This is an optimization exercise on Yosys and OpenROAD, whose aim is small area, a short achievable clock period and few clock cycles per item, not a production implementation. In this exercise RTL edits were held to simulation tests only and were not proved equivalent to the original.

===== config.mk =====
export PLATFORM = sky130hd
export DESIGN_NAME = muldiv_sequencer
export DESIGN_NICKNAME = muldiv_sequencer
export VERILOG_FILES = /design/flow/design.v
export SDC_FILE = /design/flow/constraint.sdc
export NUM_CORES = 4
export LEC_CHECK = 0
export CAP_MARGIN = 20
export CORE_MARGIN = 2
export CORE_UTILIZATION = 40
export SETUP_SLACK_MARGIN = 5
export SLEW_MARGIN = 20

===== constraint.sdc =====
create_clock -name core_clock -period 11.0 [get_ports {clk}]
set_input_delay 2.2000 -clock core_clock [delete_from_list [all_inputs] [get_ports {clk}]]
set_output_delay 2.2000 -clock core_clock [all_outputs]
set_load 0.01 [all_outputs]

===== design.v =====
module muldiv_sequencer #(
   parameter int WIDTH = 32
) (
   input  logic              clk,
   input  logic              rst,
   input  logic              op_valid,
   input  logic [1:0]        op_code,
   input  logic [WIDTH-1:0]  src_a,
   input  logic [WIDTH-1:0]  src_b,
   input  logic              flush,
   output logic              busy,
   output logic              res_valid,
   output logic [WIDTH-1:0]  res_hi,
   output logic [WIDTH-1:0]  res_lo
);
   localparam int N = 39;
   localparam logic [5:0] B_ZERO  = 6'b000_000;
   localparam logic [5:0] B_ADD1  = 6'b000_001;    
   localparam logic [5:0] B_SUB1  = 6'b000_101;    
   localparam logic [5:0] B_ADD2  = 6'b000_010;    
   localparam logic [5:0] B_SUB2  = 6'b000_110;    
   localparam logic [5:0] B_ADD4  = 6'b001_000;    
   localparam logic [5:0] B_SUB4  = 6'b101_000;    
   logic st_mul_q, st_pre_q, st_neg_q, st_aln_q, st_itr_q, st_fxr_q, st_fxq_q, st_done_q;
   logic st_mul_d, st_pre_d, st_neg_d, st_aln_d, st_itr_d, st_fxr_d, st_fxq_d, st_done_d;
   logic [31:0] h_q, h_d, l_q, l_d;
   logic [34:0] d_q, d_d;           
   logic [5:0]  bc_q, bc_d;         
   logic        s_mul_q, s_l_q, s_inv_q;    
   logic [4:0]  cnt_q, cnt_d;
   logic [1:0]  e_q, e_d;           
   logic        na_q, na_d;         
   logic        nb_q, nb_d;         
   wire idle = ~(st_mul_q | st_pre_q | st_neg_q | st_aln_q | st_itr_q |
                 st_fxr_q | st_fxq_q | st_done_q);
   wire op_signed = ~op_code[0];
   wire accept    = idle & op_valid & ~flush;
   wire [35:0] bx  = {{4{op_signed & src_a[31]}}, src_a};
   wire [36:0] bxs = {bx, 1'b0};
   function automatic logic [2:0] bdec(input logic [2:0] t);    
      logic zero, two;
      zero = (t == 3'b000) | (t == 3'b111);
      two  = (t == 3'b100) | (t == 3'b011);
      bdec = {t[2] & ~zero, two, ~zero & ~two};
   endfunction
   logic [31:0] sa_sfx;              
   logic [8:0]  js_oh;               
   logic [3:0]  js;
   always_comb begin
      logic [8:0] oh;
      sa_sfx[31] = 1'b1;
      for (int t = 30; t >= 0; t--) sa_sfx[t] = sa_sfx[t+1] & (src_a[t] == src_a[31]);
      oh[0] = sa_sfx[3];
      for (int j = 1; j < 8; j++) oh[j] = sa_sfx[4*j+3] & ~sa_sfx[4*j-1];
      oh[8] = ~sa_sfx[31];             
      js_oh = (~op_signed & src_a[31]) ? 9'b1_0000_0000 : oh;
      js = '0;
      for (int j = 0; j < 9; j++)
         if (js_oh[j]) js = js | j[3:0];
   end
   logic [4:0] w_idle, w_run;
   always_comb begin
      w_idle = '0;
      w_run  = '0;
      for (int k = 0; k < 9; k++) begin
         w_idle = w_idle | ({5{js_oh[k]}} & bxs[4*k +: 5]);
         if (cnt_q[3:0] == k + 1) w_run = bxs[4*k +: 5];
      end
   end
   wire [4:0] wsel = idle ? w_idle : w_run;
   wire [5:0] dw_sel = {bdec(wsel[4:2]), bdec(wsel[2:0])};
   function automatic logic [35:0] booth(input logic [2:0] c, input logic [34:0] a);
      logic [34:0] y;
      y     = ({35{c[0]}} & a) | ({35{c[1]}} & {a[33:0], 1'b0});
      booth = {c[2], y ^ {35{c[2]}}};
   endfunction
   wire [35:0]  bt1 = booth(bc_q[5:3], d_q);
   wire [35:0]  bt0 = booth(bc_q[2:0], d_q);
   wire         n1  = bt1[35];
   wire         n0  = bt0[35];
   wire [N-1:0] i1  = {{2{bt1[34]}}, bt1[34:0], n1, n1};    
   wire [N-1:0] i2  = {{4{bt0[34]}}, bt0[34:0]};
   logic [N-1:0] i0;
   always_comb begin
      if (s_mul_q)      i0 = {6'd0, h_q[0], l_q, 4'b0000};
      else if (s_l_q)   i0 = {7'd0, ~l_q};
      else              i0 = {7'd0, h_q ^ {32{s_inv_q}}};
   end
   wire cl = n1 | s_inv_q | s_l_q;
   wire [N-1:0] cs_s = i0 ^ i1 ^ i2;
   wire [N-1:0] cs_c = (i0 & i1) | (i0 & i2) | (i1 & i2);
   wire [N-1:0] t    = cs_s + {cs_c[N-2:0], cl} + {{(N-1){1'b0}}, n0};    
   wire         q    = ~t[N-1];
   wire         fast = t[N-1];                  
   wire         fixq = na_q ^ nb_q;
   logic [26:0] hu;
   always_comb begin
      logic all1, all0, inc, dec;
      inc = ~e_q[1] & e_q[0];
      dec = e_q[1];
      all1 = 1'b1; all0 = 1'b1;
      for (int i = 0; i < 27; i++) begin
         hu[i] = h_q[5+i] ^ ((inc & all1) | (dec & all0));
         all1 = all1 & h_q[5+i];
         all0 = all0 & ~h_q[5+i];
      end
   end
   always_comb begin
      st_mul_d = 1'b0; st_pre_d = 1'b0; st_neg_d = 1'b0; st_aln_d = 1'b0;
      st_itr_d = 1'b0; st_fxr_d = 1'b0; st_fxq_d = 1'b0; st_done_d = 1'b0;
      h_d = h_q; l_d = l_q; d_d = d_q; bc_d = B_ZERO; cnt_d = cnt_q; e_d = e_q;
      na_d = na_q; nb_d = nb_q;
      if (idle) begin
         na_d = op_signed & src_a[31];
         nb_d = op_signed & src_b[31];
         l_d  = '0;
         e_d  = 2'b00;
         if (op_code[1]) begin
            h_d      = src_a;
            d_d      = {{3{op_signed & src_b[31]}}, src_b};
            bc_d     = (op_signed & src_b[31]) ? B_ADD1 : B_SUB1;
            st_pre_d = accept;
         end else begin
            h_d      = '0;
            d_d      = {{3{op_signed & src_b[31]}}, src_b};
            bc_d     = dw_sel;
            cnt_d    = {1'b0, js};
            st_mul_d = accept;
         end
      end
      if (st_mul_q) begin
         h_d   = {hu[22:0], h_q[4:1], t[36:32]};
         l_d   = t[31:0];
         e_d   = t[38:37];
         bc_d  = dw_sel;
         cnt_d = cnt_q - 5'd1;
         if (cnt_q == 5'd0) st_done_d = 1'b1;
         else               st_mul_d  = 1'b1;
      end
      if (st_pre_q) begin
         cnt_d = 5'd1;
         bc_d  = nb_q ? B_ADD4 : B_SUB4;
         if (fast)      st_done_d = 1'b1;
         else if (na_q) begin st_neg_d = 1'b1; bc_d = B_ZERO; end
         else           st_aln_d  = 1'b1;
      end
      if (st_neg_q) begin
         h_d      = t[31:0];
         bc_d     = nb_q ? B_ADD4 : B_SUB4;
         st_aln_d = 1'b1;
      end
      if (st_aln_q) begin
         if (q && cnt_q != 5'd31) begin
            d_d      = {d_q[32:0], 2'b00};
            cnt_d    = cnt_q + 5'd2;
            bc_d     = nb_q ? B_ADD4 : B_SUB4;
            st_aln_d = 1'b1;
         end else begin
            bc_d     = nb_q ? B_ADD2 : B_SUB2;
            st_itr_d = 1'b1;
         end
      end
      if (st_itr_q) begin
         if (q) h_d = t[31:0];
         l_d   = {l_q[30:0], q};
         if (!cnt_q[0]) d_d = {{2{d_q[34]}}, d_q[34:2]};
         cnt_d = cnt_q - 5'd1;
         if (cnt_q[0]) bc_d = nb_q ? B_ADD1 : B_SUB1;
         else          bc_d = nb_q ? B_ADD2 : B_SUB2;
         if (cnt_q == 5'd0) begin
            bc_d = B_ZERO;
            if (na_q)      st_fxr_d  = 1'b1;
            else if (fixq) st_fxq_d  = 1'b1;
            else           st_done_d = 1'b1;
         end else st_itr_d = 1'b1;
      end
      if (st_fxr_q) begin
         h_d = t[31:0];
         if (fixq) st_fxq_d  = 1'b1;
         else      st_done_d = 1'b1;
      end
      if (st_fxq_q) begin
         l_d       = t[31:0];
         st_done_d = 1'b1;
      end
      if (flush) begin
         st_mul_d = 1'b0; st_pre_d = 1'b0; st_neg_d = 1'b0; st_aln_d = 1'b0;
         st_itr_d = 1'b0; st_fxr_d = 1'b0; st_fxq_d = 1'b0; st_done_d = 1'b0;
      end
   end
   always_ff @(posedge clk) begin
      s_mul_q <= st_mul_d;
      s_l_q   <= st_fxq_d;
      s_inv_q <= st_neg_d | st_fxr_d | (st_pre_d & na_d);
   end
   always_ff @(posedge clk or posedge rst) begin
      if (rst) begin
         st_mul_q  <= 1'b0;
         st_pre_q  <= 1'b0;
         st_neg_q  <= 1'b0;
         st_aln_q  <= 1'b0;
         st_itr_q  <= 1'b0;
         st_fxr_q  <= 1'b0;
         st_fxq_q  <= 1'b0;
         st_done_q <= 1'b0;
      end else begin
         st_mul_q  <= st_mul_d;
         st_pre_q  <= st_pre_d;
         st_neg_q  <= st_neg_d;
         st_aln_q  <= st_aln_d;
         st_itr_q  <= st_itr_d;
         st_fxr_q  <= st_fxr_d;
         st_fxq_q  <= st_fxq_d;
         st_done_q <= st_done_d;
      end
   end
   always_ff @(posedge clk) begin
      h_q   <= h_d;
      l_q   <= l_d;
      d_q   <= d_d;
      bc_q  <= bc_d;
      cnt_q <= cnt_d;
      e_q   <= e_d;
      na_q  <= na_d;
      nb_q  <= nb_d;
   end
   assign busy      = op_valid & ~flush & ~st_done_q;
   assign res_valid = st_done_q;
   assign res_hi    = {hu, h_q[4:0]};
   assign res_lo    = l_q;
endmodule

===== flow/run.sh =====
#!/bin/bash
# The standard layout (standard.sh: unchanged synthesis and steps), except that the
# buffers placed on the ports are plain buf_2 cells rather than the placer's default choice,
# and the timing repair aims 6.0 ns below the clock period.
set -euo pipefail
bash standard.sh "BUFFER_PORTS_ARGS=-buffer_cell sky130_fd_sc_hd__buf_2" SETUP_SLACK_MARGIN=6.0 finish > make.log 2>&1

===== standard.sh =====
#!/bin/bash
# synth_recipe.tcl (not shown) runs the flow's synth.tcl, then flattens the netlist and writes it again
# the make line also repeats each setting of config.mk as NAME=value (left out here)
make -C /OpenROAD-flow-scripts/flow DESIGN_CONFIG=/design/flow/config.mk WORK_HOME=/design/flow/orfs CLKGATE_MAP_FILE= SYNTH_SCRIPT=/design/flow/synth_recipe.tcl "${@:-finish}"

==> flow_summary_export.csv, run 1 <==
group,metric,value,unit
outcome,status,"finished clean",
logic_synthesis,synth_nets,1817,
die,die_w,185,µm
cts,cts_tree,"yes",
setup_path,arrival,3.14,ns
cts,cts_buffers,17,
logic_synthesis,yosysSeqAreaShare,22.3,%
min_path,hold_path_class,"flop to flop",
route,drt_iter0_markers,1426,
cts,clock_latency,0.43,ns
logic_synthesis,ys_warn_count,1,
die,rows,66,
cells_and_area,fill_cells,3253,
setup_path,path_delay_family,"simple AND/OR/NAND/NOR gates",
sta,skew,0.0128,ns
placement,place.gp.congestion,0.924,
sta,maxClockFrequency,0.187,GHz
min_path,worstHoldStart,"na_q",
setup_path,rr_worst_depth,16,
sta,fin_tns_setup,0,ns
global_route,grt_max_degree,70,
setup_path,worst_path_max_delay_cell,"or4b_4",
cells_and_area,drive_gt1_share,17.1,%
route,ant_nets,0,
setup_path,crit_chain,"or4b_4 -> nor4b_4 -> and3_4 -> nand3_4 -> or4_4 -> nor3_4 -> mux2i_1 -> xnor2_1 -> buf_2",
placement,hpwl,35600,µm
sta,period_share,48.6,%
min_path,whs_endpoint,"na_q",
cells_and_area,nets,1883,
setup_path,critPathRequiredTime,8.80,ns
logic_synthesis,syn_area_per_cell,7.86,µm²
cells_and_area,area_growth,16.5,%
setup_path,reg2reg_to,"h_q[2]",
logic_synthesis,ys_types,81,
sta,finalSetupViolCount,0,
route,vias,13300,
setup_path,critPathMaxFanout,3,
cells_and_area,final-seq-area,2940,µm²
logic_synthesis,synth_edf_count,37,
sta,tightest_slew,1.05,ns
cts,cts_max_level,4,
die,core-area,32300,µm²
die,start_util,40.4,%
route,wirelength,47900,µm
sta,finalMaxSlewViolations,0,
sta,period_minus_slack,5.34,ns
global_route,grt_pass1_vias,12300,
die,dieHeight,185,µm
global_route,grt_overflow,0,
die,die-area,34100,µm²
global_route,track_usage,27.6,%
route,post-route-drc-count,0,
logic_synthesis,netlist_instances,1659,
setup_path,rrSetupSlack,6.08,ns
logic_synthesis,netlist_area,13000,µm²
sta,slew_headroom,29.4,%
setup_path,end_kind,"output port",
cts,clockBufferDepth,2,
cells_and_area,n_antenna_cell,0,
route,via_per_inst,6.12,
setup_path,cpPeakStageDelay,0.56,ns
cts,cts-root-buf,"clkbuf_16",
route,wl_per_cell,22.0,µm
global_route,grt_pass1_wl,72100,µm
logic_synthesis,yosys_register_bits,125,
min_path,holdPathStages,2,
cts,clkTransAtPathRegs,0.06,ns
die,ios,136,
setup_path,worst-setup-path-type,"flop to output port",
logic_synthesis,synth-main-ff-cell,"dfxtp_1",
sta,rsz0062_at_grt,"true",
global_route,antenna_found_initial,0,
job,maxCapViolCount,0,
setup_path,r2r-start,"h_q[14]",
cts,postCtsHoldBufs,0,
placement,dp_slack,5.04,ns
logic_synthesis,async_reset_ff_share,6.40,%
sta,fin_ws,5.66,ns
route,dr.pass1.iters,7,
setup_path,path_buf_inv,1,
cts,cts_sinks,125,
placement,io_buffers,135,
setup_path,start_kind,"flop",
sta,report.final.hold_viol_count,0,
cells_and_area,multi_input_comb_area,9610,µm²
## layout make-up
class                   instances  share of cell area, %
well taps                     442                   3.64
clock buffers                  20                   3.08
multi-input cells            1306                   63.2
flip-flops and latches        125                   19.3
clock inverters                12                   1.03
repair buffers                184                   7.46
inverters                      91                   2.25
## cells in the mapped netlist (34+ instances only)
cell type / n / area [µm²]
xnor2_1: 104 / 911
xor2_1: 57 / 499
mux2i_1: 34 / 340
ha_1: 48 / 601
nand2_1: 126 / 473
nor3_1: 78 / 390
a211oi_1: 35 / 263
dfxtp_1: 80 / 1600
a21oi_1: 100 / 500
clkbuf_1: 109 / 409
a22oi_1: 71 / 533
o21ai_0: 80 / 400
nand3_1: 47 / 235
and2_1: 42 / 263
edfxtp_1: 37 / 1110
nor2_1: 125 / 469
fa_1: 40 / 801
inv_1: 86 / 323
## flip-flops by register name (all words and copies together), names as in the netlist, 2 cells and up
name	flops
d_q	35
h_q	32
l_q	32
bc_q	6
cnt_q	5
e_q	2
## logic make-up after synthesis
kind of cell               after synthesis  synth area share [%]
buffers and inverters                  228                  6.90
DFF                                    125                  22.3
adders and majority gates               88                  10.7
muxes                                   39                  3.13
xor gates and xnor gates               161                  10.8
and+or+nand+nor                        518                  19.4
AOI/OAI and AO/OA                      500                  26.7
## worst max path at each step
stage | startpoint | end | slack [ns] | depth (start not counted)
5_1_grt | h_q[6] | res_hi[31] | 5.64 | 9
6_report | h_q[6] | res_hi[31] | 5.66 | 9
4_1_cts | h_q[6] | res_hi[31] | 5.65 | 9
3_5_place_dp | s_inv_q | h_q[2] | 5.04 | 16
3_3_place_gp | s_inv_q | h_q[2] | 5.11 | 16
2_1_floorplan | s_inv_q | h_q[18] | 6.04 | 19
## tightest hold or removal path, cell delays in order (launching register included)
cell     delay (ns)
dfxtp_1        0.33
nand2_1        0.05
o21ai_0        0.10
## stage by stage
stage               instance area, µm²  utilization, %  hold slack, ns  instances
finish                           15200            47.1           0.520       2180
global route                     15200            47.1           0.541       2180
CTS                              14800            46.0           0.518       2168
detailed placement               13900            43.1           0.499       2121
global placement                 13900            43.1           0.486       2121
floorplan                        13100               -           0.459       1659
## layer usage
layer	vias up	routed length [µm]	GRT usage, %
met5	-	0	0
met4	0	1590	10.5
met3	78	3460	4.11
met2	575	21400	42.6
met1	6502	21400	38.8
li1	6193	-	-
## placed cells by master, fill, tap and decap left out, types with 40 or more instances in the layout
master	instances
o21ai_0	76
a22oi_1	71
nand3_1	44
fa_1	40
xnor2_1	102
nor2_1	122
nor3_1	75
ha_1	48
inv_1	86
and2_1	42
buf_2	135
a21oi_1	96
nand2_1	125
xor2_1	55
dfxtp_1	67
## what timing repair did
| action | in CTS | in global routing |
|---|---|---|
| setup buffers | 15 | 12 |
| endpoints found under the setup margin | 110 | 91 |
| cloned | 0 | 0 |
| pin swaps | 11 | 13 |
| resized for setup | 44 | 67 |
Testbench counts, summed over its fixed seeds: cycles 23,050, ops 2,400.
==> inputs of run 2 (changes only) <==
--- a/config.mk
+++ b/config.mk
@@ -6,7 +6,7 @@
 export NUM_CORES = 4
 export LEC_CHECK = 0
-export CAP_MARGIN = 20
+export CAP_MARGIN = 5
 export CORE_MARGIN = 2
 export CORE_UTILIZATION = 40
 export SETUP_SLACK_MARGIN = 5
-export SLEW_MARGIN = 20
+export SLEW_MARGIN = 5
==> flow_summary_export.csv, run 2 <==
group,metric,value,unit
min_path,holdPathStages,2,
setup_path,arrival,3.14,ns
outcome,status,"finished clean",
route,post-route-drc-count,0,
logic_synthesis,ys_types,81,
setup_path,worst-setup-path-type,"flop to output port",
placement,dpl.cell_count,2121,
route,wl_per_cell,22.0,µm
setup_path,reg2reg_to,"h_q[2]",
global_route,grt_pass1_vias,12300,
sta,skew,0.0128,ns
setup_path,rrSetupSlack,6.08,ns
sta,fin_tns_setup,0,ns
setup_path,rr_worst_depth,16,
sta,hold_slack,0.520,ns
cells_and_area,nets,1883,
cells_and_area,area_growth,16.5,%
logic_synthesis,synthTopCellsByArea,"dfxtp_1, edfxtp_1, xnor2_1",
placement,io_buffers,135,
die,core-area,32300,µm²
cells_and_area,final_common_cell,"buf_2",
die,start_util,40.4,%
logic_synthesis,synth_top_area_share,12.3,%
die,ios,136,
cells_and_area,top_register,"d_q",
route,drt_iter0_markers,1426,
sta,tightest_slew,1.05,ns
die,rows,66,
route,wirelength,47900,µm
sta,period_minus_slack,5.34,ns
cts,clock_latency,0.43,ns
setup_path,critPathRequiredTime,8.80,ns
cells_and_area,drive_gt1_share,17.1,%
min_path,whs_endpoint,"na_q",
cts,postCtsHoldBufs,0,
die,dieHeight,185,µm
route,ant_nets,0,
setup_path,critPathMaxFanout,3,
min_path,worstHoldStart,"na_q",
cts,cts_buffers,17,
logic_synthesis,ys_warn_count,1,
sta,finalMaxSlewViolations,0,
cells_and_area,final_area,15200,µm²
global_route,grt_overflow,0,
sta,maxClockFrequency,0.187,GHz
sta,fin_ws,5.66,ns
min_path,hold_path_class,"flop to flop",
setup_path,start_kind,"flop",
logic_synthesis,yosys_register_bits,125,
logic_synthesis,netlist_instances,1659,
cells_and_area,utilization,47.1,%
sta,finalSetupViolCount,0,
cts,cts_max_level,4,
cts,cts_sinks,125,
die,die_w,185,µm
route,via_per_inst,6.12,
route,vias,13300,
cells_and_area,n_antenna_cell,0,
logic_synthesis,synth_nets,1817,
logic_synthesis,yosys.area.top_type,"dfxtp_1",
logic_synthesis,synth-main-ff-cell,"dfxtp_1",
cells_and_area,top_regs,"d_q (35), h_q (32), l_q (32)",
cells_and_area,largest_reg_flops,35,
setup_path,end_kind,"output port",
global_route,grt_pass1_wl,72100,µm
placement,hpwl,35600,µm
cells_and_area,stdcell_count,2180,
cts,cts-root-buf,"clkbuf_16",
cts,clkTransAtPathRegs,0.06,ns
route,dr.pass1.iters,7,
logic_synthesis,netlist_area,13000,µm²
cells_and_area,layout_common_cells,"buf_2, nand2_1, nor2_1",
logic_synthesis,synth_edf_count,37,
sta,period_share,48.6,%
logic_synthesis,async_reset_ff_share,6.40,%
cts,cts_tree,"yes",
global_route,antenna_found_initial,0,
logic_synthesis,synth_common_cells,"nand2_1, nor2_1, clkbuf_1, xnor2_1, a21oi_1",
global_route,track_usage,27.6,%
logic_synthesis,syn_area_per_cell,7.86,µm²
global_route,grt_max_degree,70,
placement,place.gp.congestion,0.924,
sta,rsz0062_at_grt,"true",
logic_synthesis,yosysSeqAreaShare,22.3,%
setup_path,r2r-start,"h_q[14]",
logic_synthesis,yosysMostFrequentCell,"nand2_1",
sta,slew_headroom,29.4,%
die,die-area,34100,µm²
cts,clockBufferDepth,2,
placement,placed_area,13900,µm²
placement,dp_slack,5.04,ns
job,maxCapViolCount,0,
sta,report.final.hold_viol_count,0,
## run 2: cell counts after synthesis
No cell type changed its count.
## run 2: metal layers
| layer | up-vias | global-route usage [%] | routed length, µm | part of all wire (%) |
|---|---|---|---|---|
| li1 | 6193 | - | - | - |
| met1 | 6502 | 38.8 | 21400 | 45 |
| met2 | 575 | 42.6 | 21400 | 45 |
| met3 | 78 | 4.11 | 3460 | 7.2 |
| met4 | 0 | 10.5 | 1590 | 3.3 |
| met5 | - | 0 | 0 | 0 |
## run 2: kinds of logic (layout without fill, tap and decap cells)
group                    after synthesis  count (layout)  synth area share (%)
AO/OA/AOI/OAI                        500             500                  26.7
XOR/XNOR                             161             161                  10.8
flip-flops                           125             125                  22.3
multiplexers                          39              39                  3.13
buffers and inverters                228             307                  6.90
AND/OR/NAND/NOR                      518             518                  19.4
adder cells (fa/ha/maj)               88              88                  10.7
## run 2: how the worst max path moves through the flow
stage,to,cells after the start,slack [ns],from
3_3_place_gp,h_q[2],16,5.11,s_inv_q
5_1_grt,res_hi[31],9,5.64,h_q[6]
3_5_place_dp,h_q[2],16,5.04,s_inv_q
4_1_cts,res_hi[31],9,5.65,h_q[6]
6_report,res_hi[31],9,5.66,h_q[6]
2_1_floorplan,h_q[18],19,6.04,s_inv_q
## run 2: critical path, stage by stage (launching register included)
cell and delay (ns):
dfxtp_4 0.34, or4b_4 0.56, nor4b_4 0.27, and3_4 0.26
nand3_4 0.07, or4_4 0.47, nor3_4 0.15, mux2i_1 0.12
xnor2_1 0.27, buf_2 0.19
## run 2: layout make-up
type	instances	area, µm²
clock buffers	20	468
clock inverters	12	156
fillers	3253	17100
inverters	91	342
multi-input cells	1306	9610
flip-flops and latches	125	2940
well taps	442	553
repair buffers	184	1130
## run 2: what timing repair did
item | CTS | global route
setup buffers | 15 | 12
setup endpoints to repair | 110 | 91
pin swaps | 11 | 13
resized for setup | 44 | 67
==> inputs of run 3 (changes only) <==
--- a/config.mk
+++ b/config.mk
@@ -6,7 +6,8 @@
 export NUM_CORES = 4
 export LEC_CHECK = 0
-export CAP_MARGIN = 5
+export CAP_MARGIN = 20
 export CORE_MARGIN = 2
-export CORE_UTILIZATION = 40
+export CORE_UTILIZATION = 50
+export PLACE_DENSITY = 0.65
 export SETUP_SLACK_MARGIN = 5
-export SLEW_MARGIN = 5
+export SLEW_MARGIN = 20
==> flow_summary_export.csv, run 3 <==
group,metric,value,unit
outcome,status,"finished clean",
sta,period_share,47.0,%
logic_synthesis,ys_types,81,
cells_and_area,fill_cells,2396,
min_path,worstHoldStart,"na_q",
setup_path,path_buf_inv,2,
route,drt_iter0_markers,1816,
cells_and_area,layout_common_cells,"buf_2, nand2_1, nor2_1",
route,wirelength,49300,µm
setup_path,start_kind,"flop",
logic_synthesis,netlist_instances,1659,
placement,place.gp.congestion,0.995,
route,wl_per_cell,23.6,µm
cells_and_area,final_area,15500,µm²
setup_path,critPathMaxFanout,4,
cells_and_area,area_growth,18.5,%
setup_path,reg2reg_to,"d_q[25]",
sta,tightest_slew,1.19,ns
cts,cts_buffers,17,
route,dr_wl_met2,22000,µm
cts,postCtsHoldBufs,0,
setup_path,rrSetupSlack,6.05,ns
die,ios,136,
logic_synthesis,netlist_area,13000,µm²
min_path,holdPathStages,2,
setup_path,worst_path_max_delay_cell,"or4b_4",
setup_path,r2r-start,"s_inv_q",
global_route,grt_overflow,0,
cells_and_area,nets,1904,
setup_path,end_kind,"output port",
logic_synthesis,synth-main-ff-cell,"dfxtp_1",
logic_synthesis,synth_nets,1817,
route,topRoutingLayerUsed,"met4",
cells_and_area,final_common_cell,"buf_2",
sta,slew_headroom,19.9,%
cts,clkTransAtPathRegs,0.07,ns
placement,hpwl,34100,µm
cells_and_area,utilization,59.8,%
setup_path,rr_worst_depth,21,
cells_and_area,n_antenna_cell,0,
logic_synthesis,synthTopCellsByArea,"dfxtp_1, edfxtp_1, xnor2_1",
route,ant_nets,0,
setup_path,cp_common_cell,"or3_4",
setup_path,arrival,2.97,ns
die,core-area,25800,µm²
sta,skew,0.0191,ns
cts,cts_tree,"yes",
setup_path,crit_chain,"or4b_4 -> buf_6 -> nor3_4 -> nand2_2 -> or3_4 -> or3_4 -> o32ai_2 -> xnor2_1 -> buf_2",
cells_and_area,top_register,"d_q",
logic_synthesis,async_reset_ff_share,6.40,%
setup_path,path_delay_family,"simple AND/OR/NAND/NOR gates",
route,dr.pass1.iters,7,
logic_synthesis,yosysSeqAreaShare,22.3,%
placement,io_buffers,135,
die,die-area,27400,µm²
sta,period_minus_slack,5.17,ns
cts,clockBufferDepth,2,
placement,dpl.cell_count,2011,
logic_synthesis,yosys.area.top_type,"dfxtp_1",
min_path,hold_path_class,"flop to flop",
setup_path,cpPeakStageDelay,0.58,ns
cts,cts-root-buf,"clkbuf_16",
die,start_util,50.5,%
route,post-route-drc-count,0,
placement,placed_area,13700,µm²
logic_synthesis,synth_edf_count,37,
route,vias,13900,
die,dieHeight,166,µm
route,via_per_inst,6.62,
sta,finalMaxSlewViolations,0,
route,m1WireLength,20800,µm
cts,cts_sinks,125,
global_route,track_usage,34.2,%
global_route,grt_pass1_vias,12200,
global_route,antenna_found_initial,0,
cells_and_area,stdcell_count,2094,
cells_and_area,top_regs,"d_q (35), h_q (32), l_q (32)",
cts,clock_latency,0.44,ns
global_route,grt_max_degree,70,
logic_synthesis,yosysMostFrequentCell,"nand2_1",
logic_synthesis,yosys_register_bits,125,
cells_and_area,largest_reg_flops,35,
logic_synthesis,synth_top_area_share,12.3,%
sta,maxClockFrequency,0.193,GHz
global_route,grt_pass1_wl,71200,µm
sta,finalSetupViolCount,0,
sta,report.final.hold_viol_count,0,
cells_and_area,drive_gt1_share,18.8,%
setup_path,worst-setup-path-type,"flop to output port",
sta,fin_tns_setup,0,ns
logic_synthesis,ys_warn_count,1,
die,die_w,166,µm
logic_synthesis,syn_area_per_cell,7.86,µm²
cts,cts_max_level,4,
job,maxCapViolCount,0,
min_path,whs_endpoint,"na_q",
route,met3_length,4660,µm
sta,rsz0062_at_grt,"true",
setup_path,critPathRequiredTime,8.80,ns
logic_synthesis,synth_common_cells,"nand2_1, nor2_1, clkbuf_1, xnor2_1, a21oi_1",
die,rows,59,
[run 3: cell counts after synthesis]
Identical to the previous run, type by type.
[run 3: area by class of cell]
class / count / area (µm²) / area share, %
multi-input combinational: 1311 / 9780 / 63.3
sequential: 125 / 2950 / 19.1
timing repair buffer: 200 / 1350 / 8.76
clock buffer: 20 / 458 / 2.96
tap: 335 / 419 / 2.71
inverter: 91 / 342 / 2.21
clock inverter: 12 / 159 / 1.03
[run 3: worst reg2reg max path, stage by stage (launching register included)]
cell and delay [ns]:
dfxtp_4 0.39, buf_4 0.16, buf_6 0.15, xor2_1 0.16, nor2_1 0.07, a211oi_2 0.21
a21oi_1 0.10, fa_1 0.51, inv_1 0.07, ha_4 0.26, and2_1 0.15, a311o_1 0.37
o31ai_4 0.28, o22a_1 0.20, o31ai_4 0.07, buf_4 0.18, o41a_1 0.41, buf_4 0.17
and3_2 0.23, clkbuf_16 0.21, a2111oi_1 0.38, nor3_1 0.11
[run 3: how the worst max path moves through the flow]
stage / startpoint / end / slack (ns) / cells after the start
floorplan: s_inv_q / h_q[18] / 6.04 / 19
global placement: s_inv_q / h_q[2] / 5.03 / 15
detailed placement: s_inv_q / h_q[2] / 4.88 / 15
CTS: h_q[7] / res_hi[31] / 5.75 / 9
global route: h_q[6] / res_hi[31] / 5.74 / 9
finish: h_q[6] / res_hi[18] / 5.83 / 9
[run 3: per-layer routing]
metal / GRT usage, % / up-vias
li1: - / 6263
met1: 48.9 / 6693
met2: 51.7 / 798
met3: 5.04 / 106
met4: 13.8 / 0
met5: 0 / -
[run 3: kinds of logic after synthesis]
logic type	share of synthesized area, %
AOI/OAI and AO/OA	26.7
xor gates and xnor gates	10.8
DFF	22.3
adders and majority gates	10.7
muxes	3.13
buffers and inverters	6.90
and+or+nand+nor	19.4
[run 3: what timing repair did]
| item | in CTS | in global routing |
|---|---|---|
| pin swaps | 10 | 22 |
| buffers inserted | 25 | 17 |
| endpoints found under the setup margin | 109 | 98 |
| gates cloned | 4 | 5 |
| gates resized for setup | 44 | 102 |
[run 3: through the flow]
| stage | setup WS (ns) | hold slack, ns |
|---|---|---|
| 6_report | 5.83 | 0.524 |
| 5_1_grt | 5.74 | 0.585 |
| 4_1_cts | 5.75 | 0.542 |
| 3_5_place_dp | 4.88 | 0.528 |
| 3_3_place_gp | 5.03 | 0.496 |
| 2_1_floorplan | 6.04 | 0.459 |
==> inputs of run 4 (changes only) <==
--- a/config.mk
+++ b/config.mk
@@ -8,6 +8,6 @@
 export CAP_MARGIN = 20
 export CORE_MARGIN = 2
-export CORE_UTILIZATION = 50
-export PLACE_DENSITY = 0.65
+export CORE_UTILIZATION = 40
+export CTS_BUF_LIST = sky130_fd_sc_hd__clkbuf_4 sky130_fd_sc_hd__clkbuf_8
 export SETUP_SLACK_MARGIN = 5
 export SLEW_MARGIN = 20
==> flow_summary_export.csv, run 4 <==
group,metric,value,unit
setup_path,arrival,3.13,ns
global_route,antenna_found_initial,0,
logic_synthesis,yosysSeqAreaShare,22.3,%
sta,period_minus_slack,5.33,ns
logic_synthesis,synth_common_cells,"nand2_1, nor2_1, clkbuf_1, xnor2_1, a21oi_1",
logic_synthesis,synth-main-ff-cell,"dfxtp_1",
logic_synthesis,yosysMostFrequentCell,"nand2_1",
job,maxCapViolCount,0,
cells_and_area,layout_common_cells,"buf_2, nand2_1, nor2_1",
logic_synthesis,ys_types,81,
global_route,track_usage,27.6,%
logic_synthesis,async_reset_ff_share,6.40,%
setup_path,crit_chain,"or4b_4 -> nor4b_4 -> and3_4 -> nand3_4 -> or4_4 -> nor3_4 -> mux2i_1 -> xnor2_1 -> buf_2",
cts,cts_max_level,4,
cts,clock_latency,0.46,ns
sta,rsz0062_at_grt,"true",
min_path,hold_path_class,"flop to flop",
cells_and_area,nets,1887,
sta,finalSetupViolCount,0,
route,via_per_inst,6.10,
sta,report.final.hold_viol_count,0,
route,vias,13300,
setup_path,worst_path_max_delay_cell,"or4b_4",
placement,dpl.cell_count,2121,
die,die-area,34100,µm²
route,dr.pass1.iters,7,
cells_and_area,largest_reg_flops,35,
global_route,grt_max_degree,70,
die,dieHeight,185,µm
die,ios,136,
logic_synthesis,yosys_register_bits,125,
sta,tightest_slew,1.06,ns
route,ant_nets,0,
route,wirelength,48000,µm
cells_and_area,final_common_cell,"buf_2",
setup_path,path_buf_inv,1,
logic_synthesis,syn_area_per_cell,7.86,µm²
setup_path,worst-setup-path-type,"flop to output port",
cts,clockBufferDepth,2,
setup_path,end_kind,"output port",
logic_synthesis,netlist_area,13000,µm²
cts,cts-root-buf,"clkbuf_8",
cells_and_area,fill_cells,3276,
setup_path,cpPeakStageDelay,0.51,ns
sta,fin_tns_setup,0,ns
die,core-area,32300,µm²
logic_synthesis,netlist_instances,1659,
logic_synthesis,synthTopCellsByArea,"dfxtp_1, edfxtp_1, xnor2_1",
cells_and_area,drive_gt1_share,17.7,%
outcome,status,"finished clean",
sta,period_share,48.4,%
cells_and_area,area_growth,15.9,%
logic_synthesis,synth_edf_count,37,
cells_and_area,top_register,"d_q",
setup_path,critPathRequiredTime,8.80,ns
cells_and_area,stdcell_count,2184,
global_route,grt_pass1_vias,12300,
cts,cts_tree,"yes",
placement,io_buffers,135,
route,wl_per_cell,22.0,µm
setup_path,path_delay_family,"simple AND/OR/NAND/NOR gates",
cells_and_area,n_antenna_cell,0,
logic_synthesis,ys_warn_count,1,
setup_path,start_kind,"flop",
placement,hpwl,35600,µm
sta,finalMaxSlewViolations,0,
cells_and_area,utilization,46.8,%
sta,maxClockFrequency,0.188,GHz
global_route,grt_pass1_wl,72400,µm
route,drt_iter0_markers,1457,
route,post-route-drc-count,0,
setup_path,critPathMaxFanout,4,
cts,clkTransAtPathRegs,0.09,ns
die,die_w,185,µm
sta,slew_headroom,28.3,%
cts,cts_sinks,125,
die,rows,66,
logic_synthesis,synth_nets,1817,
global_route,grt_overflow,0,
cts,cts_buffers,17,
cells_and_area,top_regs,"d_q (35), h_q (32), l_q (32)",
die,start_util,40.4,%
sta,skew,0.0232,ns
logic_synthesis,yosys.area.top_type,"dfxtp_1",
placement,place.gp.congestion,0.924,
logic_synthesis,synth_top_area_share,12.3,%
==> run 4: layer usage <==
layer,GRT usage [%],part of all wire (%)
met1,38.8,45
met2,43.2,45
met3,4.29,7.0
met4,9.02,2.8
met5,0,0
==> run 4: cell families after synthesis <==
| logic type | share of synthesized area, % |
|---|---|
| buffers and inverters | 6.90 |
| DFF | 22.3 |
| adders and majority gates | 10.7 |
| xor gates and xnor gates | 10.8 |
| muxes | 3.13 |
| and+or+nand+nor | 19.4 |
| AOI/OAI and AO/OA | 26.7 |
==> run 4: path summary, 6_finish.rpt <==
path / depth (start not counted) / start / endpoint / slack (ns)
max: 9 / e_q[1] / res_hi[31] / 5.67
min: 2 / na_q / na_q / 0.52
max reg2reg: 16 / bc_q[0] / h_q[2] / 6.08
min reg2reg: 2 / na_q / na_q / 0.52
max in group asynchronous: 2 / rst / st_fxq_q / 9.06
min in group asynchronous: 2 / rst / st_mul_q / 1.68
==> run 4: worst reg2reg max path, cell delays in order (launching register included) <==
cell and delay [ns]:
dfxtp_1 0.35, buf_8 0.25, nand2_1 0.12, xnor2_1 0.24, fa_1 0.48, fa_1 0.46, fa_1 0.46, nand2b_1 0.17
a21o_1 0.20, a21oi_2 0.22, nor4b_4 0.09, o31ai_4 0.42, a41oi_4 0.22, a311o_2 0.45, buf_8 0.21, a2111oi_1 0.40
a21oi_1 0.06
==> run 4: layout make-up <==
cell class,count,area [µm²],area share (%)
inverter,91,342,2.26
clock inverter,13,186,1.23
multi-input combinational,1306,9680,64.0
clock buffer,19,255,1.69
sequential,125,2940,19.4
timing repair buffer,188,1170,7.73
tap,442,553,3.66
==> run 4: through the flow <==
step | instance area, µm² | setup slack [ns] | hold slack [ns]
6_report | 15100 | 5.67 | 0.524
5_1_grt | 15100 | 5.59 | 0.546
4_1_cts | 14700 | 5.62 | 0.523
3_5_place_dp | 13900 | 5.04 | 0.499
3_3_place_gp | 13900 | 5.11 | 0.486
2_1_floorplan | 13100 | 6.04 | 0.459
==> run 4: what timing repair did <==
item,4_1_cts,5_1_grt
gates cloned,0,0
setup buffers,17,14
setup endpoints to repair,110,93
hold buffers,0,0
endpoints found under the hold margin,0,0
gates resized for setup,49,91
pin swaps,13,13
==> inputs of run 5 (changes only) <==
--- a/config.mk
+++ b/config.mk
@@ -10,4 +10,5 @@
 export CORE_UTILIZATION = 40
 export CTS_BUF_LIST = sky130_fd_sc_hd__clkbuf_4 sky130_fd_sc_hd__clkbuf_8
+export PLACE_DENSITY = 0.75
 export SETUP_SLACK_MARGIN = 5
 export SLEW_MARGIN = 20
==> flow_summary_export.csv, run 5 <==
group,metric,value,unit
cts,cts_buffers,17,
sta,period_minus_slack,5.39,ns
logic_synthesis,synth_top_area_share,12.3,%
cells_and_area,final_common_cell,"buf_2",
route,via_per_inst,6.32,
logic_synthesis,netlist_instances,1659,
placement,dpl.cell_count,2119,
cells_and_area,final_area,15200,µm²
cells_and_area,drive_gt1_share,18.9,%
global_route,grt_pass1_vias,12600,
sta,fin_tns_setup,0,ns
global_route,grt_pass1_wl,72500,µm
cts,cts_max_level,4,
cts,clockBufferDepth,2,
route,dr.pass1.iters,11,
logic_synthesis,yosys.area.top_type,"dfxtp_1",
die,rows,66,
min_path,hold_path_class,"flop to flop",
logic_synthesis,yosysSeqAreaShare,22.3,%
die,start_util,40.4,%
logic_synthesis,synth_edf_count,37,
sta,tightest_slew,1.32,ns
outcome,status,"finished clean",
die,die-area,34100,µm²
route,drt_iter0_markers,2034,
route,wirelength,49000,µm
global_route,grt_overflow,0,
cells_and_area,largest_reg_flops,35,
logic_synthesis,syn_area_per_cell,7.86,µm²
global_route,grt_max_degree,70,
cells_and_area,utilization,47.2,%
placement,place.gp.congestion,0.989,
cells_and_area,top_regs,"d_q (35), h_q (32), l_q (32)",
logic_synthesis,ys_types,81,
setup_path,worst-setup-path-type,"flop to output port",
logic_synthesis,async_reset_ff_share,6.40,%
cells_and_area,layout_common_cells,"buf_2, nand2_1, nor2_1",
cts,clock_latency,0.47,ns
placement,placed_area,13900,µm²
logic_synthesis,yosysMostFrequentCell,"nand2_1",
placement,io_buffers,135,
sta,report.final.hold_viol_count,0,
cells_and_area,area_growth,16.8,%
cells_and_area,fill_cells,3114,
sta,maxClockFrequency,0.186,GHz
cts,cts-root-buf,"clkbuf_8",
logic_synthesis,synthTopCellsByArea,"dfxtp_1, edfxtp_1, xnor2_1",
logic_synthesis,synth-main-ff-cell,"dfxtp_1",
die,core-area,32300,µm²
sta,finalSetupViolCount,0,
cells_and_area,top_register,"d_q",
route,wl_per_cell,22.3,µm
job,maxCapViolCount,0,
die,die_w,185,µm
logic_synthesis,synth_nets,1817,
setup_path,critPathMaxFanout,3,
sta,hold_slack,0.518,ns
logic_synthesis,yosys_register_bits,125,
sta,fin_ws,5.61,ns
sta,period_share,49.0,%
logic_synthesis,synth_common_cells,"nand2_1, nor2_1, clkbuf_1, xnor2_1, a21oi_1",
cts,clkTransAtPathRegs,0.09,ns
setup_path,arrival,3.19,ns
sta,finalMaxSlewViolations,0,
global_route,antenna_found_initial,1,
setup_path,end_kind,"output port",
logic_synthesis,ys_warn_count,1,
die,ios,136,
sta,rsz0062_at_grt,"true",
sta,skew,0.0149,ns
cts,cts_tree,"yes",
route,vias,13900,
route,post-route-drc-count,0,
cells_and_area,stdcell_count,2197,
cts,cts_sinks,125,
cells_and_area,nets,1899,
setup_path,start_kind,"flop",
setup_path,critPathRequiredTime,8.80,ns
placement,dp_slack,4.91,ns
route,ant_nets,0,
sta,slew_headroom,11.6,%
global_route,track_usage,27.5,%
logic_synthesis,netlist_area,13000,µm²
die,dieHeight,185,µm
placement,hpwl,34800,µm
## run 5: cell counts after synthesis
No cell type changed its count.
## run 5: kinds of logic after synthesis
group / share of synthesized area, %
multiplexers: 3.13
AND/OR/NAND/NOR: 19.4
AO/OA/AOI/OAI: 26.7
buffers and inverters: 6.90
adder cells (fa/ha/maj): 10.7
XOR/XNOR: 10.8
flip-flops: 22.3
## run 5: routing by layer
| layer | vias up | routed length (µm) | global-route usage [%] |
|---|---|---|---|
| met5 | - | 11 | 0 |
| met4 | 2 | 2040 | 11.7 |
| met3 | 121 | 4570 | 3.58 |
| met2 | 845 | 22200 | 43.2 |
| met1 | 6709 | 20200 | 38.0 |
| li1 | 6215 | - | - |
## run 5: repair_timing
item	CTS	global route
gates resized for setup	48	99
endpoints found under the setup margin	105	101
buffers inserted	19	21
hold buffers	0	0
pin swaps	10	14
cloned	3	2
## run 5: cell type report
cell class	count	area [µm²]	share of cell area [%]
multi-input combinational	1309	9790	64.2
sequential	125	2940	19.3
timing repair buffer	197	1250	8.21
tap	442	553	3.63
inverter	91	342	2.24
clock buffer	21	270	1.77
clock inverter	11	93.8	0.616
antenna	1	2.50	0.0164
## run 5: worst max-delay path: stages (launching register included)
cell and delay (ns):
dfxtp_4 0.35, or4b_4 0.56, nor4b_4 0.33, and3_4 0.27, nand3_4 0.08, or4_4 0.47
nor3_4 0.16, mux2i_1 0.11, xnor2_1 0.22, buf_2 0.17
## run 5: worst paths after layout
| path | end | cells past startpoint | slack [ns] | startpoint |
|---|---|---|---|---|
| max in group asynchronous | st_fxq_q | 2 | 9.08 | rst |
| min in group asynchronous | st_pre_q | 2 | 1.67 | rst |
| max reg2reg | cnt_q[3] | 17 | 6.12 | s_l_q |
| min | na_q | 2 | 0.52 | na_q |
| max | res_hi[31] | 9 | 5.61 | h_q[6] |
| min reg2reg | na_q | 2 | 0.52 | na_q |
==> inputs of run 6 (changes only) <==
--- a/config.mk
+++ b/config.mk
@@ -10,5 +10,6 @@
 export CORE_UTILIZATION = 40
 export CTS_BUF_LIST = sky130_fd_sc_hd__clkbuf_4 sky130_fd_sc_hd__clkbuf_8
-export PLACE_DENSITY = 0.75
+export CTS_CLUSTER_DIAMETER = 150
+export CTS_CLUSTER_SIZE = 40
 export SETUP_SLACK_MARGIN = 5
 export SLEW_MARGIN = 20
==> flow_summary_export.csv, run 6 <==
group,metric,value,unit
setup_path,start_kind,"flop",
logic_synthesis,synth_top_area_share,12.3,%
cts,cts_buffers,17,
logic_synthesis,yosysMostFrequentCell,"nand2_1",
die,core-area,32300,µm²
cells_and_area,final_common_cell,"buf_2",
sta,slew_headroom,28.3,%
cells_and_area,drive_gt1_share,17.7,%
die,ios,136,
global_route,antenna_found_initial,0,
logic_synthesis,yosys_register_bits,125,
setup_path,r2r-start,"bc_q[0]",
sta,period_share,48.4,%
placement,hpwl,35600,µm
sta,skew,0.0232,ns
logic_synthesis,yosys.area.top_type,"dfxtp_1",
sta,finalSetupViolCount,0,
sta,tightest_slew,1.06,ns
placement,place.gp.congestion,0.924,
logic_synthesis,syn_area_per_cell,7.86,µm²
cts,cts_tree,"yes",
cells_and_area,top_regs,"d_q (35), h_q (32), l_q (32)",
global_route,grt_pass1_wl,72400,µm
placement,io_buffers,135,
route,wl_per_cell,22.0,µm
setup_path,reg2reg_to,"h_q[2]",
logic_synthesis,synthTopCellsByArea,"dfxtp_1, edfxtp_1, xnor2_1",
setup_path,worst_path_max_delay_cell,"or4b_4",
die,die-area,34100,µm²
setup_path,critPathMaxFanout,4,
route,vias,13300,
logic_synthesis,synth_common_cells,"nand2_1, nor2_1, clkbuf_1, xnor2_1, a21oi_1",
cells_and_area,top_register,"d_q",
setup_path,critPathRequiredTime,8.80,ns
sta,maxClockFrequency,0.188,GHz
sta,finalMaxSlewViolations,0,
global_route,track_usage,27.6,%
route,post-route-drc-count,0,
setup_path,cpPeakStageDelay,0.51,ns
cells_and_area,fill_cells,3276,
die,dieHeight,185,µm
placement,dpl.cell_count,2121,
cells_and_area,stdcell_count,2184,
logic_synthesis,ys_types,81,
cts,clkTransAtPathRegs,0.09,ns
cts,cts_max_level,4,
logic_synthesis,synth_edf_count,37,
logic_synthesis,synth-main-ff-cell,"dfxtp_1",
setup_path,end_kind,"output port",
cts,cts_sinks,125,
logic_synthesis,netlist_area,13000,µm²
die,die_w,185,µm
min_path,hold_path_class,"flop to flop",
global_route,grt_max_degree,70,
job,maxCapViolCount,0,
route,wirelength,48000,µm
cts,cts-root-buf,"clkbuf_8",
sta,report.final.hold_viol_count,0,
cts,postCtsHoldBufs,0,
logic_synthesis,synth_nets,1817,
global_route,grt_pass1_vias,12300,
route,ant_nets,0,
logic_synthesis,yosysSeqAreaShare,22.3,%
cells_and_area,n_antenna_cell,0,
setup_path,worst-setup-path-type,"flop to output port",
cts,clock_latency,0.46,ns
route,via_per_inst,6.10,
sta,rsz0062_at_grt,"true",
logic_synthesis,netlist_instances,1659,
sta,fin_tns_setup,0,ns
sta,period_minus_slack,5.33,ns
cells_and_area,area_growth,15.9,%
cts,clockBufferDepth,2,
route,drt_iter0_markers,1457,
global_route,grt_overflow,0,
setup_path,rrSetupSlack,6.08,ns
setup_path,startpoint,"e_q[1]",
route,dr.pass1.iters,7,
setup_path,crit_chain,"or4b_4 -> nor4b_4 -> and3_4 -> nand3_4 -> or4_4 -> nor3_4 -> mux2i_1 -> xnor2_1 -> buf_2",
logic_synthesis,ys_warn_count,1,
die,rows,66,
logic_synthesis,async_reset_ff_share,6.40,%
cells_and_area,largest_reg_flops,35,
die,start_util,40.4,%
setup_path,endpoint,"res_hi[31]",
setup_path,crit_cells,9,
cells_and_area,layout_common_cells,"buf_2, nand2_1, nor2_1",
cells_and_area,nets,1887,
setup_path,path_buf_inv,1,
setup_path,arrival,3.13,ns
setup_path,rr_worst_depth,16,
outcome,status,"finished clean",
setup_path,path_delay_family,"simple AND/OR/NAND/NOR gates",
==> run 6: cell counts after synthesis <==
No cell type changed its count.
==> run 6: kinds of logic after synthesis <==
logic type                 Yosys count  share of synthesized area (%)
adders and majority gates           88                           10.7
buffers and inverters              228                           6.90
muxes                               39                           3.13
xor gates and xnor gates           161                           10.8
DFF                                125                           22.3
AOI/OAI and AO/OA                  500                           26.7
and+or+nand+nor                    518                           19.4
==> run 6: tightest hold or removal path, cell delays in order (launching register included) <==
cell and delay (ns):
dfxtp_1 0.34, nand2_1 0.05, o21ai_0 0.10
==> run 6: stage by stage <==
stage	area [µm²]	hold WS (ns)	util [%]	worst slack (ns)
2_1_floorplan	13100	0.459	-	6.04
3_3_place_gp	13900	0.486	43.1	5.11
3_5_place_dp	13900	0.499	43.1	5.04
4_1_cts	14700	0.523	45.5	5.62
5_1_grt	15100	0.546	46.8	5.59
6_report	15100	0.524	46.8	5.67
==> run 6: timing repair <==
item / CTS / global route
setup endpoints to repair: 110 / 93
pin swaps: 13 / 13
resized for setup: 49 / 91
setup buffers: 17 / 14
==> run 6: layer usage <==
layer | global-route usage (%) | share of wire [%] | vias up
met5 | 0 | 0 | -
met4 | 9.02 | 2.8 | 0
met3 | 4.29 | 7.0 | 71
met2 | 43.2 | 45 | 587
met1 | 38.8 | 45 | 6474
li1 | - | - | 6199
==> run 6: how the worst min path moves through the flow <==
stage	start	end	slack, ns	cells after the start
CTS	na_q	na_q	0.52	2
floorplan	na_q	na_q	0.46	2
global route	na_q	na_q	0.55	2
finish	na_q	na_q	0.52	2
detailed placement	na_q	na_q	0.50	2
global placement	na_q	na_q	0.49	2
==> run 6: area by class of cell <==
cell class / count / area (µm²) / area share [%]
Tap cell: 442 / 553 / 3.66
Multi-Input combinational cell: 1306 / 9680 / 64.0
Clock inverter: 13 / 186 / 1.23
Clock buffer: 19 / 255 / 1.69
Sequential cell: 125 / 2940 / 19.4
Timing Repair Buffer: 188 / 1170 / 7.73
Inverter: 91 / 342 / 2.26
==> inputs of run 7 (changes only) <==
==> flow/run.sh (replaced) <==
#!/bin/bash
# The standard layout (standard.sh: unchanged synthesis and steps), except that the
# buffers placed on the ports are plain buf_2 cells rather than the placer's default choice,
# and the timing repair aims 6.3 ns below the clock period.
set -euo pipefail
bash standard.sh "BUFFER_PORTS_ARGS=-buffer_cell sky130_fd_sc_hd__buf_2" SETUP_SLACK_MARGIN=6.3 finish > make.log 2>&1
--- a/config.mk
+++ b/config.mk
@@ -10,6 +10,4 @@
 export CORE_UTILIZATION = 40
 export CTS_BUF_LIST = sky130_fd_sc_hd__clkbuf_4 sky130_fd_sc_hd__clkbuf_8
-export CTS_CLUSTER_DIAMETER = 150
-export CTS_CLUSTER_SIZE = 40
 export SETUP_SLACK_MARGIN = 5
 export SLEW_MARGIN = 20
==> flow_summary_export.csv, run 7 <==
group,metric,value,unit
outcome,status,"finished clean",
setup_path,rr_worst_depth,23,
route,ant_nets,0,
sta,period_minus_slack,5.40,ns
sta,maxClockFrequency,0.185,GHz
die,die_w,185,µm
placement,hpwl,35400,µm
global_route,grt_pass1_vias,12400,
sta,report.final.hold_viol_count,0,
setup_path,r2r-start,"s_inv_q",
setup_path,critPathRequiredTime,8.80,ns
global_route,track_usage,29.2,%
cells_and_area,final_common_cell,"buf_2",
logic_synthesis,synth_top_area_share,12.3,%
die,core-area,32300,µm²
cts,clkTransAtPathRegs,0.10,ns
min_path,hold_path_class,"flop to flop",
route,drt_iter0_markers,1776,
logic_synthesis,synth_edf_count,37,
setup_path,worst-setup-path-type,"flop to output port",
setup_path,reg2reg_to,"d_q[26]",
global_route,grt_overflow,0,
sta,hold_slack,0.505,ns
cts,cts_tree,"yes",
sta,fin_tns_setup,0,ns
cells_and_area,area_growth,31.2,%
die,die-area,34100,µm²
die,start_util,40.4,%
logic_synthesis,yosys.area.top_type,"dfxtp_1",
route,m1WireLength,23300,µm
logic_synthesis,synth_common_cells,"nand2_1, nor2_1, clkbuf_1, xnor2_1, a21oi_1",
cts,cts_max_level,4,
die,rows,66,
cells_and_area,multi_input_comb_area,10800,µm²
global_route,antenna_found_initial,0,
die,dieHeight,185,µm
route,wl_per_cell,23.6,µm
global_route,grt_max_degree,70,
setup_path,rrSetupSlack,6.17,ns
setup_path,arrival,3.20,ns
cts,postCtsHoldBufs,0,
cells_and_area,fill_cells,2983,
logic_synthesis,yosys_register_bits,125,
cts,clockBufferDepth,2,
die,ios,136,
logic_synthesis,yosysSeqAreaShare,22.3,%
cts,clock_latency,0.46,ns
logic_synthesis,netlist_area,13000,µm²
cells_and_area,nets,1964,
logic_synthesis,ys_types,81,
route,via_per_inst,6.25,
route,met3_length,4330,µm
global_route,grt_pass1_wl,75700,µm
sta,finalMaxSlewViolations,0,
min_path,worstHoldStart,"na_q",
route,vias,14100,
sta,period_share,49.1,%
cells_and_area,drive_gt1_share,26.8,%
logic_synthesis,ys_warn_count,1,
min_path,whs_endpoint,"na_q",
cts,cts_sinks,125,
setup_path,end_kind,"output port",
sta,finalSetupViolCount,0,
sta,tightest_slew,1.25,ns
logic_synthesis,syn_area_per_cell,7.86,µm²
placement,io_buffers,135,
route,wirelength,53300,µm
logic_synthesis,synthTopCellsByArea,"dfxtp_1, edfxtp_1, xnor2_1",
placement,place.gp.congestion,0.930,
route,topRoutingLayerUsed,"met4",
sta,rsz0062_at_grt,"true",
cells_and_area,largest_reg_flops,35,
cells_and_area,layout_common_cells,"buf_2, nor2_1, nand2_1",
job,maxCapViolCount,0,
cts,cts-root-buf,"clkbuf_8",
cts,cts_buffers,17,
cells_and_area,top_regs,"d_q (35), h_q (32), l_q (32)",
logic_synthesis,async_reset_ff_share,6.40,%
route,post-route-drc-count,0,
setup_path,critPathMaxFanout,3,
sta,skew,0.0242,ns
logic_synthesis,yosysMostFrequentCell,"nand2_1",
logic_synthesis,synth-main-ff-cell,"dfxtp_1",
logic_synthesis,synth_nets,1817,
logic_synthesis,netlist_instances,1659,
route,dr.pass1.iters,10,
cells_and_area,top_register,"d_q",
setup_path,start_kind,"flop",
sta,slew_headroom,16.4,%
min_path,holdPathStages,2,
cells_and_area,n_antenna_cell,0,
cells_and_area,final-seq-area,2940,µm²
route,dr_wl_met2,24000,µm
==> run 7: cell counts after synthesis <==
No cell type changed its count.
==> run 7: per-layer routing <==
metal / global-route usage, % / vias up
met4: 9.25 / 0
met2: 45.1 / 777
li1: - / 6366
met1: 41.9 / 6892
met3: 3.87 / 102
met5: 0 / -
==> run 7: layout make-up <==
cell class	instances	area share, %
well taps	442	3.23
flip-flops and latches	125	17.2
multi-input cells	1312	63.1
clock buffers	19	1.49
repair buffers	259	11.9
inverters	91	2.00
clock inverters	13	1.11
==> run 7: logic make-up (layout without fill, tap and decap cells) <==
| kind of cell | count (synthesis) | count (layout) | share of synthesized area [%] |
|---|---|---|---|
| muxes | 39 | 39 | 3.13 |
| adders and majority gates | 88 | 88 | 10.7 |
| DFF | 125 | 125 | 22.3 |
| xor gates and xnor gates | 161 | 161 | 10.8 |
| AOI/OAI and AO/OA | 500 | 505 | 26.7 |
| buffers and inverters | 228 | 382 | 6.90 |
| and+or+nand+nor | 518 | 519 | 19.4 |
==> run 7: worst max-delay path: stages (launching register included) <==
cell      delay (ns)
edfxtp_1        0.43
or4b_4          0.52
nor4b_4         0.29
and3_4          0.26
nand3_4         0.07
or4_4           0.46
nor3_4          0.15
mux2i_2         0.11
xnor2_1         0.26
buf_2           0.18
==> run 7: repair_timing <==
action | CTS | global route
resized for setup | 149 | 184
hold endpoints to repair | 0 | 0
setup buffers | 46 | 46
cloned | 6 | 13
setup endpoints to repair | 121 | 109
pin swaps | 37 | 109
==> run 7: through the flow <==
| stage | util (%) | setup WS (ns) | instances | cell area [µm²] |
|---|---|---|---|---|
| floorplan | - | 6.25 | 1659 | 13100 |
| global placement | 43.1 | 4.98 | 2118 | 13900 |
| detailed placement | 43.1 | 4.92 | 2118 | 13900 |
| CTS | 47.8 | 5.60 | 2202 | 15400 |
| global route | 53.0 | 5.56 | 2261 | 17100 |
| finish | 53.0 | 5.60 | 2261 | 17100 |
==> run 7: worst max-delay path by stage <==
stage                     startpoint          to  slack (ns)  cells past startpoint
after CTS                     e_q[1]  res_hi[31]        5.60                      9
after global routing          e_q[1]  res_hi[31]        5.56                      9
after global placement       s_inv_q      h_q[2]        4.98                     15
after floorplan                flush        busy        6.25                      2
final                         e_q[1]  res_hi[31]        5.60                      9
after detailed placement     s_inv_q      h_q[2]        4.92                     15
==> inputs of run 8 (changes only) <==
==> flow/run.sh (replaced) <==
#!/bin/bash
# The standard layout (standard.sh: unchanged synthesis and steps), except that the
# buffers placed on the ports are plain buf_1 cells rather than the placer's default choice,
# and the timing repair aims 6.0 ns below the clock period.
set -euo pipefail
bash standard.sh "BUFFER_PORTS_ARGS=-buffer_cell sky130_fd_sc_hd__buf_1" SETUP_SLACK_MARGIN=6.0 finish > make.log 2>&1
==> flow_summary_export.csv, run 8 <==
group,metric,value,unit
logic_synthesis,synth_nets,1817,
logic_synthesis,yosys_register_bits,125,
cells_and_area,final_area,15200,µm²
logic_synthesis,synth_simple_gate_area_share,19.4,%
route,wirelength,48800,µm
cells_and_area,n_antenna_cell,0,
die,start_util,40.4,%
die,core-area,32300,µm²
logic_synthesis,yosys.area.top_type,"dfxtp_1",
sta,slew_headroom,29.2,%
sta,skew,0.0149,ns
global_route,track_usage,27.6,%
route,drt_iter0_markers,1602,
cts,clkTransAtPathRegs,0.09,ns
route,via_per_inst,6.17,
sta,report.final.hold_viol_count,0,
setup_path,critPathRequiredTime,8.80,ns
placement,placed_area,13700,µm²
setup_path,critPathMaxFanout,4,
placement,io_buffers,135,
setup_path,start_kind,"flop",
logic_synthesis,synth_edf_count,37,
cells_and_area,top_register,"d_q",
route,ant_nets,0,
cts,clockBufferDepth,2,
sta,period_minus_slack,5.40,ns
route,vias,13500,
cts,cts_tree,"yes",
global_route,grt_pass1_vias,12200,
logic_synthesis,synth_top_family_by_area,"compound AO/OA/AOI/OAI gates",
sta,finalSetupViolCount,0,
cells_and_area,drive_gt1_share,12.8,%
global_route,grt_overflow,0,
sta,maxClockFrequency,0.185,GHz
global_route,grt_pass1_wl,72000,µm
setup_path,worst_path_max_delay_cell,"or4b_4",
cells_and_area,utilization,47.0,%
logic_synthesis,synth-compound-area-share,26.7,%
logic_synthesis,ys_warn_count,1,
placement,place.gp.congestion,0.955,
setup_path,cpPeakStageDelay,0.57,ns
logic_synthesis,muxShareOfSynthArea,3.13,%
die,rows,66,
logic_synthesis,synth_fa_ha_area_share,10.7,%
die,die-area,34100,µm²
global_route,antenna_found_initial,0,
route,dr.pass1.iters,6,
sta,fin_tns_setup,0,ns
setup_path,crit_chain,"or4b_4 -> nor4b_4 -> and3_4 -> nand3_4 -> or4_4 -> nor3_4 -> mux2i_1 -> xnor2_1 -> buf_2",
cells_and_area,largest_reg_flops,35,
logic_synthesis,synthTopCellsByArea,"dfxtp_1, edfxtp_1, xnor2_1",
logic_synthesis,netlist_area,13000,µm²
sta,rsz0062_at_grt,"true",
logic_synthesis,async_reset_ff_share,6.40,%
cts,cts_buffers,17,
placement,hpwl,35400,µm
cells_and_area,area_growth,16.3,%
setup_path,arrival,3.20,ns
cts,cts_sinks,125,
cells_and_area,top_regs,"d_q (35), h_q (32), l_q (32)",
logic_synthesis,yosysSeqAreaShare,22.3,%
sta,tightest_slew,1.05,ns
logic_synthesis,syn_area_per_cell,7.86,µm²
setup_path,worst-setup-path-type,"flop to output port",
cts,clock_latency,0.48,ns
global_route,grt_max_degree,70,
route,post-route-drc-count,0,
logic_synthesis,synth_top_area_share,12.3,%
logic_synthesis,synth_common_cells,"nand2_1, nor2_1, clkbuf_1, xnor2_1, a21oi_1",
cells_and_area,layout_common_cells,"nand2_1, nor2_1, buf_1",
logic_synthesis,synth-main-ff-cell,"dfxtp_1",
job,maxCapViolCount,0,
logic_synthesis,netlist_instances,1659,
sta,period_share,49.1,%
logic_synthesis,synth-xor-area-share,10.8,%
cells_and_area,fill_cells,3207,
cts,cts-root-buf,"clkbuf_8",
cts,cts_max_level,4,
logic_synthesis,ys_types,81,
sta,finalMaxSlewViolations,0,
die,die_w,185,µm
route,wl_per_cell,22.3,µm
outcome,status,"finished clean",
die,dieHeight,185,µm
cells_and_area,final_common_cell,"nand2_1",
setup_path,end_kind,"output port",
cells_and_area,nets,1892,
logic_synthesis,yosysMostFrequentCell,"nand2_1",
min_path,hold_path_class,"flop to flop",
die,ios,136,
==> run 8: changes by cell type in the layout (fill, tap and decap cells not counted), sizes merged <==
cell and delta:
a311o -5, bufinv -3, inv +10, buf -64, nand3 -1, clkbuf -4
clkinv -5
==> run 8: worst max-delay path, delay by kind of cell, from the launching register on <==
kind,cells,cell delay [ns]
muxes,1,0.12
buffers and inverters,1,0.18
xor gates and xnor gates,1,0.25
and+or+nand+nor,6,1.81
DFF,1,0.36
==> run 8: through the flow <==
step,hold WS (ns),setup slack (ns),std cells
floorplan,0.459,6.04,1659
detailed placement,0.500,5.09,2120
finish,0.536,5.60,2189
global placement,0.491,5.18,2120
global route,0.535,5.52,2189
CTS,0.523,5.60,2173
==> run 8: logic make-up (layout without fill, tap and decap cells) <==
logic type      count (synthesis)  count (layout)
compound gates                500             500
flops                         125             125
simple gates                  518             518
buf+inv                       228             316
fa+ha+maj                      88              88
xor+xnor                      161             161
mux                            39              39
==> run 8: final timing paths <==
path / from / to / slack, ns / depth (start not counted)
worst max-delay path: h_q[5] / res_hi[31] / 5.60 / 9
worst min-delay path: na_q / na_q / 0.54 / 2
worst max register to register: s_inv_q / d_q[12] / 6.00 / 20
worst min register to register: na_q / na_q / 0.54 / 2
max in group asynchronous: rst / st_aln_q / 9.13 / 2
min in group asynchronous: rst / st_fxr_q / 1.64 / 2
==> run 8: routing by layer <==
layer  part of all wire, %  up-vias  GRT usage, %  wire, µm
li1                      -     6196             -         -
met1                    45     6655          39.3     21900
met2                    45      581          42.8     21800
met3                   7.3       77          3.66      3570
met4                   3.0        0          9.41      1440
met5                     0        -             0         0
==> run 8: timing repair <==
item                                    CTS  global route
gates cloned                              1             2
resized for setup                        83           110
endpoints found under the setup margin  110           100
hold buffers                              0             0
setup buffers                            20            14
pin swaps                                11            10
hold endpoints to repair                  0             0
==> run 8: layout make-up <==
class	count	area [µm²]	share of cell area (%)
multi-input cells	1306	9810	64.7
inverters	91	342	2.25
flip-flops and latches	125	2950	19.4
clock buffers	17	234	1.54
clock inverters	15	149	0.981
well taps	442	553	3.64
repair buffers	193	1140	7.50

-- separate check: timing with driven ports --
The flow's constraints put no driver on any port. The routed layouts listed below were extracted and timed again, unchanged, in two steps. Step 1 (the two cells are an assumption about what drives the block):
set clk [get_ports {clk}]
set_driving_cell -lib_cell sky130_fd_sc_hd__clkbuf_16 $clk
set_driving_cell -lib_cell sky130_fd_sc_hd__buf_2 [delete_from_list [all_inputs] $clk]
Step 2 adds t to the input delays and takes it off the output delays; t is the mean of the earliest and latest rising clock arrival at the registers after step 1. Input paths then give back, and output paths get back, about the clock's delay inside the block. Three values: ideal, step 1, step 2; two values: the first two.
| run | t, ns | slack for setup (ns) | hold WS [ns] |
|---|---|---|---|
| run 1 | 0.475 | 5.659 / 5.610 / 5.653 | 0.520 / 0.520 / 0.520 |
| run 2 | 0.475 | 5.659 / 5.610 / 5.653 | 0.520 / 0.520 / 0.520 |
| run 3 | 0.477 | 5.825 / 5.776 / 5.656 | 0.524 / 0.524 / 0.524 |
| run 4 | 0.499 | 5.675 / 5.627 / 5.606 | 0.524 / 0.524 / 0.524 |
| run 5 | 0.512 | 5.614 / 5.564 / 5.638 | 0.518 / 0.518 / 0.518 |
| run 6 | 0.499 | 5.675 / 5.627 / 5.606 | 0.524 / 0.524 / 0.524 |
| run 7 | 0.502 | 5.602 / 5.552 / 5.932 | 0.505 / 0.505 / 0.505 |
| run 8 | 0.524 | 5.603 / 5.554 / 5.729 | 0.536 / 0.536 / 0.536 |
After both steps every run listed still meets setup and hold. The setup slack of run 3, which loses most, moves by -0.049 ns with the drivers and by -0.169 ns with both steps.
